What follows belongs to an exercise in optimizing a design on an open flow for small area, a short achievable clock period and few clock cycles per item; a production flow would make more cautious choices.
Only simulation tests tie the RTL to the original design; equivalence was not proved.
Power is estimated from default activity; no workload was simulated.

<file path="flow/run.sh">
#!/bin/bash
# synth_recipe.tcl (not shown) runs the flow's synth.tcl, then flattens the netlist and writes it again
# the make line also repeats each setting of config.mk as NAME=value (left out here)
make -C /OpenROAD-flow-scripts/flow DESIGN_CONFIG=/design/flow/config.mk WORK_HOME=/design/flow/orfs CLKGATE_MAP_FILE= SYNTH_SCRIPT=/design/flow/synth_recipe.tcl finish
</file>
<file path="flow/config.mk">
export PLATFORM = sky130hd
export DESIGN_NAME = emg_window_rms_alert_top
export DESIGN_NICKNAME = emg_window_rms_alert_top
export VERILOG_FILES = /design/flow/design.v
export SDC_FILE = /design/flow/constraint.sdc
export NUM_CORES = 4
export LEC_CHECK = 0
export CAP_MARGIN = 20
export CORE_MARGIN = 2
export CORE_UTILIZATION = 40
export SLEW_MARGIN = 20
</file>
<file path="flow/constraint.sdc">
create_clock -name core_clock -period 10.0 [get_ports {clock}]
set_input_delay 2.0000 -clock core_clock [delete_from_list [all_inputs] [get_ports {clock}]]
set_output_delay 2.0000 -clock core_clock [all_outputs]
set_load 0.01 [all_outputs]
</file>
<file path="flow/design.v">
package emgrms_pkg;
   localparam int SAMPLE_W  = 12;
   localparam int RUN_W     = 16;
   localparam int RUNS_W    = 8;
   localparam int CSR_IDX_W = 8;
   localparam int CSR_DAT_W = 12;
   localparam int REQ_DAT_W = 16;
   localparam int RSP_DAT_W = 32;
   localparam logic [RUN_W-1:0] RUN_MAX = {RUN_W{1'b1}};
   localparam logic [CSR_IDX_W-1:0] REG_BIAS_LEVEL      = 8'd0;
   localparam logic [CSR_IDX_W-1:0] REG_ALERT_THRESHOLD = 8'd1;
   localparam logic [CSR_IDX_W-1:0] REG_RUNS_TO_ALERT   = 8'd2;
   localparam logic [SAMPLE_W-1:0] BIAS_RESET      = 12'd2048;
   localparam logic [SAMPLE_W-1:0] THRESHOLD_RESET = 12'd500;
   localparam logic [RUNS_W-1:0]   RUNS_RESET      = 8'd5;
   localparam int RSP_RUN_LSB   = SAMPLE_W;
   localparam int RSP_ALERT_BIT = SAMPLE_W + RUN_W;
endpackage
module emg_window_rms_alert_top #(
   parameter int WINDOW_LEN = 128
) (
   input  logic                                 clock,
   input  logic                                 reset,
   input  logic                                 req_tvalid,
   output logic                                 req_tready,
   input  logic [emgrms_pkg::REQ_DAT_W-1:0]     req_tdata,
   output logic                                 rsp_tvalid,
   input  logic                                 rsp_tready,
   output logic [emgrms_pkg::RSP_DAT_W-1:0]     rsp_tdata,
   input  logic                                 csr_valid,
   output logic                                 csr_ready,
   input  logic [emgrms_pkg::CSR_IDX_W-1:0]     csr_index,
   input  logic [emgrms_pkg::CSR_DAT_W-1:0]     csr_data
);
   localparam int SW     = emgrms_pkg::SAMPLE_W;           
   localparam int RW     = emgrms_pkg::RUN_W;              
   localparam int SLOT_W = $clog2(WINDOW_LEN);             
   localparam int FILL_W = $clog2(WINDOW_LEN + 1);         
   localparam int SQ_W   = 2 * SW;                         
   localparam int SUM_W  = SQ_W + SLOT_W;                  
   localparam int DEL_W  = SQ_W + 1;                       
   localparam int RAD_W  = SUM_W - SLOT_W;                 
   localparam int REM_W  = SW + 2;                         
   localparam int NSTG   = 6;                              
   function automatic int stage_end(input int s);
      case (s)
         0: stage_end = 2;
         1: stage_end = 4;
         2: stage_end = 6;
         3: stage_end = 8;
         4: stage_end = 10;
         default: stage_end = 12;
      endcase
   endfunction
   logic [SW-1:0]                 bias_ff;
   logic [SW-1:0]                 thr_ff;
   logic [emgrms_pkg::RUNS_W-1:0] runs_ff;
   always_ff @(posedge clock) begin
      if (reset) begin
         bias_ff <= emgrms_pkg::BIAS_RESET;
         thr_ff  <= emgrms_pkg::THRESHOLD_RESET;
         runs_ff <= emgrms_pkg::RUNS_RESET;
      end else if (csr_valid) begin
         case (csr_index)
            emgrms_pkg::REG_BIAS_LEVEL:      bias_ff <= csr_data;
            emgrms_pkg::REG_ALERT_THRESHOLD: thr_ff  <= csr_data;
            emgrms_pkg::REG_RUNS_TO_ALERT:   runs_ff <= csr_data[emgrms_pkg::RUNS_W-1:0];
            default: ;
         endcase
      end
   end
   assign csr_ready = 1'b1;
   logic skid_v;         
   logic rdy_ff;         
   logic adv;
   assign adv        = ~skid_v;
   assign req_tready = rdy_ff;
   logic          in_v;
   logic [SW-1:0] in_d;
   always_ff @(posedge clock) begin
      if (reset)    in_v <= 1'b0;
      else if (adv) in_v <= req_tvalid;
      if (adv) in_d <= req_tdata[SW-1:0];
   end
   logic [SW:0]            dif_a;
   logic [SW-1:0]          dif_b;
   logic [SW-1:0]          rect;
   logic [WINDOW_LEN*SW-1:0] win;
   logic [FILL_W-1:0]      fill;
   logic                   full;
   logic                   v1, q1;
   logic [SW-1:0]          r1, o1;
   assign dif_a = {1'b0, in_d} - {1'b0, bias_ff};
   assign dif_b = bias_ff - in_d;
   assign rect  = dif_a[SW] ? dif_b : dif_a[SW-1:0];
   assign full  = (fill == FILL_W'(WINDOW_LEN));
   always_ff @(posedge clock) begin
      if (adv && in_v) begin
         win <= {win[(WINDOW_LEN-1)*SW-1:0], rect};
      end
   end
   always_ff @(posedge clock) begin
      if (reset) begin
         fill <= '0;
         v1   <= 1'b0;
      end else if (adv) begin
         if (in_v && !full) fill <= fill + 1'b1;
         v1 <= in_v;
      end
      if (adv) begin
         r1 <= rect;
         o1 <= full ? win[WINDOW_LEN*SW-1 -: SW] : '0;
         q1 <= full;
      end
   end
   logic [SQ_W-1:0]  sq_new, sq_old;
   logic [DEL_W-1:0] delta;
   logic [DEL_W-1:0] d2;
   logic             v2, q2;
   assign sq_new = SQ_W'(r1) * SQ_W'(r1);
   assign sq_old = SQ_W'(o1) * SQ_W'(o1);
   assign delta  = {1'b0, sq_new} - {1'b0, sq_old};
   always_ff @(posedge clock) begin
      if (reset)    v2 <= 1'b0;
      else if (adv) v2 <= v1;
      if (adv) begin
         d2 <= delta;
         q2 <= q1;
      end
   end
   logic [SUM_W-1:0] sum;
   logic             v3;
   always_ff @(posedge clock) begin
      if (reset) begin
         sum <= '0;
         v3  <= 1'b0;
      end else if (adv) begin
         if (v2) sum <= sum + {{(SUM_W-DEL_W){d2[DEL_W-1]}}, d2};
         v3 <= v2 && q2;
      end
   end
   for (genvar s = 0; s < NSTG; s++) begin : g_root
      localparam int T0 = (s == 0) ? 0 : stage_end(s - 1);
      localparam int T1 = stage_end(s);
      logic [RAD_W-1:0] rad_i, rad_c, rad_r;
      logic [REM_W-1:0] rem_i, rem_c, rem_r;
      logic [SW-1:0]    q_i, q_c, q_r;
      logic             v_i, v_r;
      if (s == 0) begin : g_in
         assign rad_i = sum[SUM_W-1:SLOT_W];
         assign rem_i = '0;
         assign q_i   = '0;
         assign v_i   = v3;
      end else begin : g_in
         assign rad_i = g_root[s-1].rad_r;
         assign rem_i = g_root[s-1].rem_r;
         assign q_i   = g_root[s-1].q_r;
         assign v_i   = g_root[s-1].v_r;
      end
      always_comb begin
         logic [REM_W-1:0] rem_sh;
         logic [REM_W:0]   diff;
         rad_c = rad_i;
         rem_c = rem_i;
         q_c   = q_i;
         for (int t = T0; t < T1; t++) begin
            rem_sh = {rem_c[REM_W-3:0], rad_c[RAD_W-1:RAD_W-2]};
            rad_c  = rad_c << 2;
            diff   = {1'b0, rem_sh} - {1'b0, q_c, 2'b01};
            if (!diff[REM_W]) begin
               rem_c = diff[REM_W-1:0];
               q_c   = {q_c[SW-2:0], 1'b1};
            end else begin
               rem_c = rem_sh;
               q_c   = {q_c[SW-2:0], 1'b0};
            end
            rem_c = rem_c & REM_W'((1 << (t + 2)) - 1);
            q_c   = q_c & SW'((1 << (t + 1)) - 1);
         end
      end
      always_ff @(posedge clock) begin
         if (reset)    v_r <= 1'b0;
         else if (adv) v_r <= v_i;
         if (adv) begin
            rad_r <= rad_c;
            rem_r <= rem_c;
            q_r   <= q_c;
         end
      end
   end
   logic          lv;
   logic [SW-1:0] lq;
   logic [SW-1:0] sk_lvl;
   logic [SW-1:0] lvl_in;
   logic          over_in;
   logic [RW-1:0] run_inc, run_nx;
   logic          alert_nx;
   logic          load, skid_nx;
   logic          ov;
   logic [SW-1:0] od_lvl;
   logic [RW-1:0] od_run;
   logic          od_alert;
   assign lv = g_root[NSTG-1].v_r;
   assign lq = g_root[NSTG-1].q_r;
   assign lvl_in   = skid_v ? sk_lvl : lq;
   assign over_in  = (lvl_in >= thr_ff);
   assign run_inc  = (od_run == emgrms_pkg::RUN_MAX) ? od_run : od_run + 1'b1;
   assign run_nx   = over_in ? run_inc : '0;
   assign alert_nx = od_alert | (over_in && (run_inc >= RW'(runs_ff)));
   assign load    = skid_v ? rsp_tready : (lv && (!ov || rsp_tready));
   assign skid_nx = skid_v ? !rsp_tready : (lv && ov && !rsp_tready);
   always_ff @(posedge clock) begin
      if (reset) begin
         ov       <= 1'b0;
         od_run   <= '0;
         od_alert <= 1'b0;
         skid_v   <= 1'b0;
         rdy_ff   <= 1'b1;
      end else begin
         if (load) begin
            ov       <= 1'b1;
            od_run   <= run_nx;
            od_alert <= alert_nx;
         end else if (rsp_tready) begin
            ov <= 1'b0;
         end
         skid_v <= skid_nx;
         rdy_ff <= !skid_nx;
      end
      if (load) od_lvl <= lvl_in;
      if (adv)  sk_lvl <= lq;
   end
   assign rsp_tvalid = ov;
   assign rsp_tdata  = {3'b000, od_alert, od_run, od_lvl};
endmodule
</file>
==> impl_metrics.py <==
metrics = {
    "run_status": {
        "status": "no timing/DRC/antenna violations",
    },
    "yosys": {
        "ys_warn_count": 1,
        "async_flop_share": 0,
        "yosysUniqueCellTypes": 89,
        "synth_sequential_area_ratio": 0.758,
        "postSynthAreaPerCell_um2": 17.4,
        "post_synth_instance_area_um2": 72200,
        "dominantRegCellSynth": "sky130_fd_sc_hd__edfxtp_1",
        "syn-instance-count": 4153,
        "number_of_enable_type_register_cells_in_the_synthesized_netlist": 1748,
        "postSynthRegisterBits": 1861,
    },
    "clocking": {
        "cts.clk_slew.worst_paths_ns": 0.06,
        "cts_buffer_depth": 3,
        "cts_root_buffer": "sky130_fd_sc_hd__clkbuf_16",
        "clock_insertion_delay_worst_skew_ns": 0.80,
        "holdBufCountCts": 0,
        "cts.sinks": 1861,
        "h-tree-depth": 4,
        "inserted_clock_buffers": 180,
        "post_cts_buffers": 0,
        "cts_tree": "yes",
        "cts.repair.resized": 0,
    },
    "critical_path": {
        "crit_arrival_ns": 7.95,
        "cp.required_ns": 10.51,
        "timing.critical_path.fanout_max": 10,
        "critical_path.max_stage_delay_ns": 0.71,
        "cp_cell_sequence": "inv_1 -> nor2_1 -> fa_1 -> inv_1 -> ha_1 -> inv_1 -> fa_1 -> inv_1 -> fa_1 -> fa_1 -> fa_1 -> inv_1 -> fa_1 -> inv_1 -> ha_1 -> and3_1 -> a221o_1 -> o41ai_2 -> o311ai_1 -> a211o_1 -> a31o_2 -> a21oi_1 -> xnor2_1",
        "slowest_stage": "sky130_fd_sc_hd__edfxtp_1",
        "crit_path_start_kind": "register",
        "timing.critical_path.to_type": "register",
        "worstSetupPathType": "reg -> reg",
    },
    "power": {
        "power.static_leakage_nw": 29.7,
        "fin_total_pwr_mw": 28.3,
        "max-vdd-ir-drop_v": 0.000924,
        "power.density_nw_per_um2": 347,
    },
    "route": {
        "total_iterations_of_the_first_detailed_routing_run": 6,
        "drc_errors": 0,
        "post_drt_via_cell_ratio": 4.74,
        "avgRoutedWirePerCell_um": 16.3,
        "route.vias.total": 32500,
        "detailedRoute.firstIterationViolations": 2437,
        "route.antenna.remaining_nets": 0,
        "route.final.wire_length_mm": 112,
    },
    "final_layout": {
        "layout.cells.most_common": "sky130_fd_sc_hd__edfxtp_1",
        "finalNetCount": 4867,
        "final_standard_cell_count_with_taps_included_and_fillers_excluded": 6857,
        "areaGrowthSynthToFinish_pct": 13.2,
        "post_route_design_area_um2": 81700,
        "final_core_utilization": 0.457,
        "drive_gt1_frac": 0.0747,
        "most-common-layout-cells": "sky130_fd_sc_hd__edfxtp_1, sky130_fd_sc_hd__inv_1, sky130_fd_sc_hd__ha_1",
    },
    "timing": {
        "timing.final.hold_violations": 0,
        "layout_min_cycle_time_ns": 7.43,
        "setup_tns_after_final_layout_ns": 0,
        "fmaxAchievable_mhz": 135,
        "slew_of_the_pin_with_the_lowest_slew_margin_ns": 1.06,
        "worst_clock_skew_ns": 0.0476,
        "slew_violations": 0,
        "rsz0062_at_grt": "no",
        "slew-limit-headroom": 0.290,
        "fin_crit_sh": 0.743,
        "setup_viol": 0,
    },
    "global_routing": {
        "grt_antenna_before_repair": 6,
        "globalRouteTotalUtil": 0.122,
        "wire_length_of_the_first_global_routing_pass_mm": 179,
        "grt_max_degree": 201,
        "grt_overflow_total": 0,
        "first_global_vias": 32700,
    },
    "worst_hold_path": {
        "hold_class": "reg -> reg",
    },
    "die": {
        "floorplan.core_area_um2": 179000,
        "count_of_boundary_i_o_pins": 76,
        "dieHeight_um": 429,
        "placementRows": 155,
        "initial_utilization": 0.404,
        "die-width_um": 429,
        "die_area_um2": 184000,
    },
    "place": {
        "dp_hpwl_mm": 69.4,
        "place.gp.congestion": 0.794,
        "placed_area_um2": 75800,
        "numPortBuffers": 67,
        "post-place-cells": 6531,
    },
    "run": {
        "maxCapViolCount": 0,
    },
}
-- worst paths after layout --
check | depth (start not counted) | end | startpoint | slack, ns
setup / recovery | 23 | d2[23] | o1[6] | 2.57
hold / removal | 0 | g_root[1].rad_r[20] | g_root[0].rad_r[16] | 0.39
setup reg to reg | 23 | d2[23] | o1[6] | 2.57
hold reg to reg | 0 | g_root[1].rad_r[20] | g_root[0].rad_r[16] | 0.39
-- synth_stat cells (17+ instances only) --
cell type	count	area [µm²]
sky130_fd_sc_hd__edfxtp_1	1748	52500
sky130_fd_sc_hd__nand2_1	216	811
sky130_fd_sc_hd__dfxtp_1	113	2260
sky130_fd_sc_hd__and2_1	65	407
sky130_fd_sc_hd__o211ai_1	17	128
sky130_fd_sc_hd__o21a_1	24	180
sky130_fd_sc_hd__xor2_1	44	385
sky130_fd_sc_hd__nor3_1	33	165
sky130_fd_sc_hd__inv_1	471	1770
sky130_fd_sc_hd__nor2b_1	21	131
sky130_fd_sc_hd__fa_1	208	4160
sky130_fd_sc_hd__clkbuf_1	57	214
sky130_fd_sc_hd__ha_1	259	3240
sky130_fd_sc_hd__and3_1	27	169
sky130_fd_sc_hd__a21oi_1	109	546
sky130_fd_sc_hd__mux2i_1	53	531
sky130_fd_sc_hd__nor2_1	156	586
sky130_fd_sc_hd__nand4_1	17	106
sky130_fd_sc_hd__a21o_1	56	420
sky130_fd_sc_hd__mux2_2	19	214
sky130_fd_sc_hd__xnor2_1	70	613
sky130_fd_sc_hd__o21ai_0	79	395
sky130_fd_sc_hd__nand2b_1	23	144
sky130_fd_sc_hd__nand3_1	51	255
-- layer usage --
metal	GRT usage	part of all wire	up-vias
met4	0.0488	0.034	2
met1	0.175	0.49	16300
met2	0.182	0.44	515
met5	0	0.000080	-
met3	0.0260	0.041	216
li1	-	-	15500
-- cell families (layout without fill, tap and decap cells) --
family | after synthesis | in the layout | synth area share
buffers and inverters | 544 | 887 | 0.0286
flip-flops | 1861 | 1861 | 0.758
adder cells (fa/ha/maj) | 468 | 468 | 0.103
other | 2 | 8 | 0.000104
AND/OR/NAND/NOR | 655 | 655 | 0.0432
multiplexers | 77 | 77 | 0.0114
XOR/XNOR | 114 | 114 | 0.0138
AO/OA/AOI/OAI | 432 | 432 | 0.0418
-- critical path: cells and delay by family (launching register included) --
family          cells  cell delay, ns
fa+ha+maj           8            3.55
xor+xnor            1            0.08
buf+inv             6            0.56
simple gates        2            0.49
flops               1            0.71
compound gates      6            1.74
-- stage by stage --
stage | hold WS [ns] | setup slack, ns
after detailed placement | 0.405 | 2.62
after global placement | 0.401 | 2.61
final | 0.390 | 2.57
after global routing | 0.399 | 2.25
after floorplan | 0.400 | -14.47
after CTS | 0.392 | 2.54
-- registers in the layout (all words and copies together), names as in the netlist, 16 cells and up --
signal,count
win,1536
g_root.rad_r,60
g_root.q_r,42
g_root.rem_r,35
sum,31
d2,25
od_run,16
-- power by group --
group / internal, mW / total [mW] / switching [mW] / leakage [nW]
Combinational: 5.21 / 11.8 / 6.60 / 9.24
Sequential: 9.67 / 9.89 / 0.216 / 17.7
Clock: 3.82 / 6.60 / 2.78 / 2.82
Total: 18.7 / 28.3 / 9.60 / 29.7
-- area by class of cell --
cell class,instances,area (µm²)
clock inverter,90,986
tap,2355,2950
inverter,473,1790
timing repair buffer,93,962
sequential,1861,54800
clock buffer,231,4840
fill,15300,97100
multi-input combinational,1750,15400
antenna,4,10.0
Testbench counts, summed over its fixed seeds: cycles 5,208, items 4,096.

## port drivers added, routing unchanged
No port has a modelled driver above. Below, the same layout with a new extraction and two added sets of constraints. Step 1 (the two cells are an assumption about what drives the block):
set clk [get_ports {clock}]
set_driving_cell -lib_cell sky130_fd_sc_hd__clkbuf_16 $clk
set_driving_cell -lib_cell sky130_fd_sc_hd__buf_2 [delete_from_list [all_inputs] $clk]
Step 2 moves the port delays by t, midway between the first and last clock arrival at a register: inputs arrive t later, outputs are due t later. That takes back most of the time a late clock gives input paths. a / b / c = no drivers / after step 1 / after step 2; a / b = the first two.
t (ns): 0.857
setup slack, ns: 2.567 / 2.567 / 2.567
worst hold slack (ns): 0.390 / 0.390 / 0.390
worst setup path after step 2: register to register
latest minus earliest clock arrival (ns): 0.048 / 0.049
After both steps setup and hold are still met in this run. For this run, drivers alone change the setup slack by 0.000 ns; drivers and shift together by 0.000 ns.
